Background: an optimization exercise with open tools, aiming at small area. Do not read the settings as production practice. RTL that was checked went through simulation tests only; none was proved equivalent to the original. No activity file was given, so power comes from the tool's default toggle rates.

==> module rx_mac_top, before the edit <==
module rx_mac_top (
	input  wire                clk,
	input  wire                reset_,
	input  wire  [1:0]         speed,        
	input  wire                init_done,
	input  wire  [287:0]       rx_in,        
	output logic [287:0]       rx_out,       
	output logic               x_we,
	output logic               x_bcnt_we,
	output logic [31:0]        x_byte_cnt,   
	output logic               linkup
);
	localparam int LINK_MAX = 8 + 2;   
	logic [32-1:0]       ctrl;
	logic [256-1:0]      data;
	assign ctrl = rx_in[32-1:0];
	assign data = rx_in[287:32];
	logic [8-1:0] start_found;
	logic [8-1:0] seq_found;
	logic [32-1:0]       term_found;
	logic [32-1:0]       term_m;
	logic                       start_any;
	logic [2:0]                 start_pos;
	logic                       term_any;
	logic [4:0]                 term_lane;    
	always_comb begin
		for (int k = 0; k < 8; k++) begin
			start_found[k] = ctrl[4*k] && (data[32*k +: 8] == 8'hfb);
			seq_found[k]   = ctrl[4*k] && (data[32*k +: 8] == 8'h9c);
		end
		for (int l = 0; l < 32; l++) begin
			term_found[l] = ctrl[l] && (data[8*l +: 8] == 8'hfd);
		end
	end
	assign start_any = |start_found;
	always_comb begin
		start_pos = 3'd0;
		for (int k = 8 - 1; k >= 0; k--)
			if (start_found[k])
				start_pos = 3'(k);
	end
	logic [1:0] ph;       
	logic       inf;      
	logic       sof_q;    
	logic       wf;       
	logic       ef;       
	logic       b1;
	logic       blast;
	logic       sof_hit;
	logic       eof1;
	assign b1    = (ph == 2'd1);
	assign blast = (ph == ((speed == 2'd0) ? 2'd3 : 2'd1));
	assign sof_hit = start_any && !inf && (ph == 2'd0 || !ef);
	logic       tq_any;    
	logic [4:0] tq_lane;   
	logic [7:0] grp_ok;
	always_comb begin
		for (int g = 0; g < 8; g++)
			grp_ok[g] = !sof_q || (|(start_found & 8'((16'd2 << g) - 16'd1)));
	end
	always_comb begin
		for (int l = 0; l < 32; l++)
			term_m[l] = term_found[l] && grp_ok[l/4];
		term_any  = |term_m;
		term_lane = 5'd0;   
		for (int l = 32 - 1; l >= 0; l--)
			if (term_m[l])
				term_lane = 5'(l + 1);
	end
	assign tq_any  = term_any;
	assign tq_lane = term_lane;
	assign eof1 = b1 && inf && tq_any;
	always_ff @(posedge clk) begin
		ph    <= sof_hit ? 2'd1 : (blast ? 2'd0 : ph + 2'd1);
		sof_q <= sof_hit;
		if (!reset_) begin
			inf <= 1'b0;
			wf  <= 1'b0;
			ef  <= 1'b0;
		end else begin
			if (eof1)
				inf <= 1'b0;
			else if (sof_hit)
				inf <= 1'b1;
			if (b1) begin
				wf <= inf;
				ef <= eof1;
			end
		end
	end
	always_ff @(posedge clk) begin
		if (b1)
			rx_out <= rx_in;
	end
	assign x_we      = wf && blast;
	assign x_bcnt_we = ef && blast;
	logic [10:0] cnt_hi;
	logic [4:0]  cnt_lo;
	logic        cnt_cy;
	logic [2:0]  sof_pos;
	logic        same_word;
	logic [5:0]  word_bytes;   
	logic [5:0]  lo_sum;
	assign word_bytes = {tq_lane == 5'd0, tq_lane};
	assign lo_sum = {1'b0, cnt_lo[4:2], 2'b00} + word_bytes;
	always_ff @(posedge clk) begin
		cnt_cy <= 1'b0;
		if (b1 && inf) begin
			if (sof_q) begin
				cnt_lo <= {word_bytes[4:2] - start_pos, word_bytes[1:0]};
			end else begin
				cnt_lo <= lo_sum[4:0];
				cnt_cy <= lo_sum[5];
			end
		end
		if (sof_q)
			cnt_hi <= 11'(word_bytes[5] && start_found[0]);
		else
			cnt_hi <= cnt_hi + 11'(cnt_cy);
		if (sof_q) begin
			sof_pos   <= start_pos;
			same_word <= tq_any;
		end
	end
	assign x_byte_cnt = {8'(1) << sof_pos, same_word, 7'd0, cnt_hi, cnt_lo};
	logic       seq_q;
	logic       fault;
	logic [3:0] clean;   
	assign fault = !init_done || seq_q;
	always_ff @(posedge clk) begin
		if (!reset_) begin
			seq_q  <= 1'b0;
			clean  <= 4'd0;
			linkup <= 1'b0;
		end else begin
			seq_q  <= |seq_found;
			clean  <= fault ? 4'd0 : (clean == 4'(LINK_MAX) ? clean : clean + 4'd1);
			linkup <= (clean == 4'(LINK_MAX));
		end
	end
endmodule
Settings: LEC_CHECK=0, CAP_MARGIN=0, CORE_MARGIN=2, CORE_UTILIZATION=40, GPL_TIMING_DRIVEN=0, PLACE_DENSITY=0.6, SLEW_MARGIN=0; clock period 4.0 ns.
standard.sh (not shown) runs the stock make flow with config.mk's settings and CLKGATE_MAP_FILE= SYNTH_SCRIPT=/design/flow/synth_recipe.tcl, a recipe that flattens the netlist after the stock synthesis.
==> flow/flow/run.sh <==
#!/bin/bash
# layout flow: the standard flow with three changes
#  - synthesis maps the logic between the registers with an area-oriented ABC
#    script (flow/area.abc); the registers are mapped as in the standard flow
#  - the port buffers are the smallest buffer
#  - the clock tree uses larger sink clusters and no dummy loads
set -e
W=$PWD
{
	cat <<'EOT'
proc abc {args} {
  set i [lsearch -exact $args -script]
  if { $i >= 0 } {
    set args [lreplace $args [expr {$i + 1}] [expr {$i + 1}] $::env(MY_ABC_SCRIPT)]
  }
  yosys abc {*}$args
}
EOT
	cat synth_recipe.tcl
} > my_synth.tcl
sed "s#SYNTH_SCRIPT=[^ ]*#SYNTH_SCRIPT=$W/my_synth.tcl#" standard.sh > my_standard.sh
export MY_ABC_SCRIPT=$W/flow/area.abc
export BUFFER_PORTS_ARGS="-buffer_cell sky130_fd_sc_hd__buf_1"
export CTS_ARGS="-sink_clustering_enable -repair_clock_nets -sink_clustering_size 16 -sink_clustering_max_diameter 100 -buf_list {sky130_fd_sc_hd__clkbuf_4 sky130_fd_sc_hd__clkbuf_8} -dont_use_dummy_load"
bash my_standard.sh > standard.log 2>&1
==> flow/flow/area.abc <==
strash
&get -n
&st
&syn2
&dch -f
&nf -a -R 1000
&st
&syn2
&dch -f
&nf -a -R 1000
&put
topo
dnsize -c
Change:
--- a/flow/design.v
+++ b/flow/design.v
@@ -43,10 +43,11 @@
 	assign ctrl = rx_in[32-1:0];
 	assign data = rx_in[287:32];
 	logic [8-1:0] start_found;
 	logic [8-1:0] seq_found;
 	logic [32-1:0]       term_found;
+	logic [32-1:0]       past_start;   
 	logic [32-1:0]       term_m;
 	logic                       start_any;
 	logic [2:0]                 start_pos;
 	logic                       term_any;
 	logic [4:0]                 term_lane;    
@@ -55,10 +56,14 @@
 			start_found[k] = ctrl[4*k] && (data[32*k +: 8] == 8'hfb);
 			seq_found[k]   = ctrl[4*k] && (data[32*k +: 8] == 8'h9c);
 		end
 		for (int l = 0; l < 32; l++) begin
 			term_found[l] = ctrl[l] && (data[8*l +: 8] == 8'hfd);
+			past_start[l] = 1'b0;
+			for (int k = 0; k < 8; k++)
+				if (4*k < l)
+					past_start[l] = past_start[l] | start_found[k];
 		end
 	end
 	assign start_any = |start_found;
 	always_comb begin
 		start_pos = 3'd0;
@@ -78,26 +83,22 @@
 	assign b1    = (ph == 2'd1);
 	assign blast = (ph == ((speed == 2'd0) ? 2'd3 : 2'd1));
 	assign sof_hit = start_any && !inf && (ph == 2'd0 || !ef);
 	logic       tq_any;    
 	logic [4:0] tq_lane;   
-	logic [7:0] grp_ok;
 	always_comb begin
-		for (int g = 0; g < 8; g++)
-			grp_ok[g] = !sof_q || (|(start_found & 8'((16'd2 << g) - 16'd1)));
-	end
-	always_comb begin
-		for (int l = 0; l < 32; l++)
-			term_m[l] = term_found[l] && grp_ok[l/4];
+		term_m    = term_found & (inf ? '1 : past_start);
 		term_any  = |term_m;
-		term_lane = 5'd0;   
+		term_lane = 5'd0;
 		for (int l = 32 - 1; l >= 0; l--)
 			if (term_m[l])
-				term_lane = 5'(l + 1);
+				term_lane = 5'(l);
 	end
-	assign tq_any  = term_any;
-	assign tq_lane = term_lane;
+	always_ff @(posedge clk) begin
+		tq_any  <= term_any;
+		tq_lane <= term_lane;
+	end
 	assign eof1 = b1 && inf && tq_any;
 	always_ff @(posedge clk) begin
 		ph    <= sof_hit ? 2'd1 : (blast ? 2'd0 : ph + 2'd1);
 		sof_q <= sof_hit;
 		if (!reset_) begin
@@ -126,26 +127,25 @@
 	logic        cnt_cy;
 	logic [2:0]  sof_pos;
 	logic        same_word;
 	logic [5:0]  word_bytes;   
 	logic [5:0]  lo_sum;
-	assign word_bytes = {tq_lane == 5'd0, tq_lane};
+	assign word_bytes = tq_any ? 6'(tq_lane) + 6'd1 : 6'd32;
 	assign lo_sum = {1'b0, cnt_lo[4:2], 2'b00} + word_bytes;
 	always_ff @(posedge clk) begin
 		cnt_cy <= 1'b0;
 		if (b1 && inf) begin
 			if (sof_q) begin
 				cnt_lo <= {word_bytes[4:2] - start_pos, word_bytes[1:0]};
+				cnt_hi <= 11'(word_bytes[5] && start_found[0]);
 			end else begin
 				cnt_lo <= lo_sum[4:0];
 				cnt_cy <= lo_sum[5];
 			end
+		end else begin
+			cnt_hi <= cnt_hi + 11'(cnt_cy);
 		end
-		if (sof_q)
-			cnt_hi <= 11'(word_bytes[5] && start_found[0]);
-		else
-			cnt_hi <= cnt_hi + 11'(cnt_cy);
 		if (sof_q) begin
 			sof_pos   <= start_pos;
 			same_word <= tq_any;
 		end
 	end
Register-to-register slack is better by 590 ps.
Setup slack is better by 350 ps.
Via count is higher by about 1.2%.
Global-route usage is lower by 2.0 points.
Maximum frequency is higher by about 10%.
Core utilization is lower by 1.0 points.
Synthesized area is higher by 2.6%.
Cell count is higher by about 1.2%.
Sequential power is higher by about 4%.
Worst hold slack is better by 9.7 ps.
Final area is higher by 0.71%.
Only the layout flow was run in the first run of this note; the RTL was not checked for function there.

[separate check: timing with driven ports]
The results above use ideal ports. As a check the final layouts listed here were re-extracted and re-timed, cells and wires unchanged. Step 1 assumes that a clkbuf_16 drives the clock port and a buf_2 every other input. Step 2 moves the port delays by t, midway between the first and last clock arrival at a register: inputs arrive t later, outputs are due t later. That takes back most of the time a late clock gives input paths. a / b / c = ideal / step 1 / step 2; a / b = the first two.
| run | shift t [ns] | slack for setup (ns) | worst data-port slew with drivers (ns) |
|---|---|---|---|
| the first run | 0.597 | 0.097 / -0.007 / -0.604 | 0.17 |
| the second run | 0.598 | 0.448 / 0.457 / -0.141 | 0.10 |
With both steps, setup timing fails in the first run and the second run, where it was met with ideal ports. The setup slack of the first run, which loses most, moves by -0.104 ns with the drivers and by -0.701 ns with both steps.
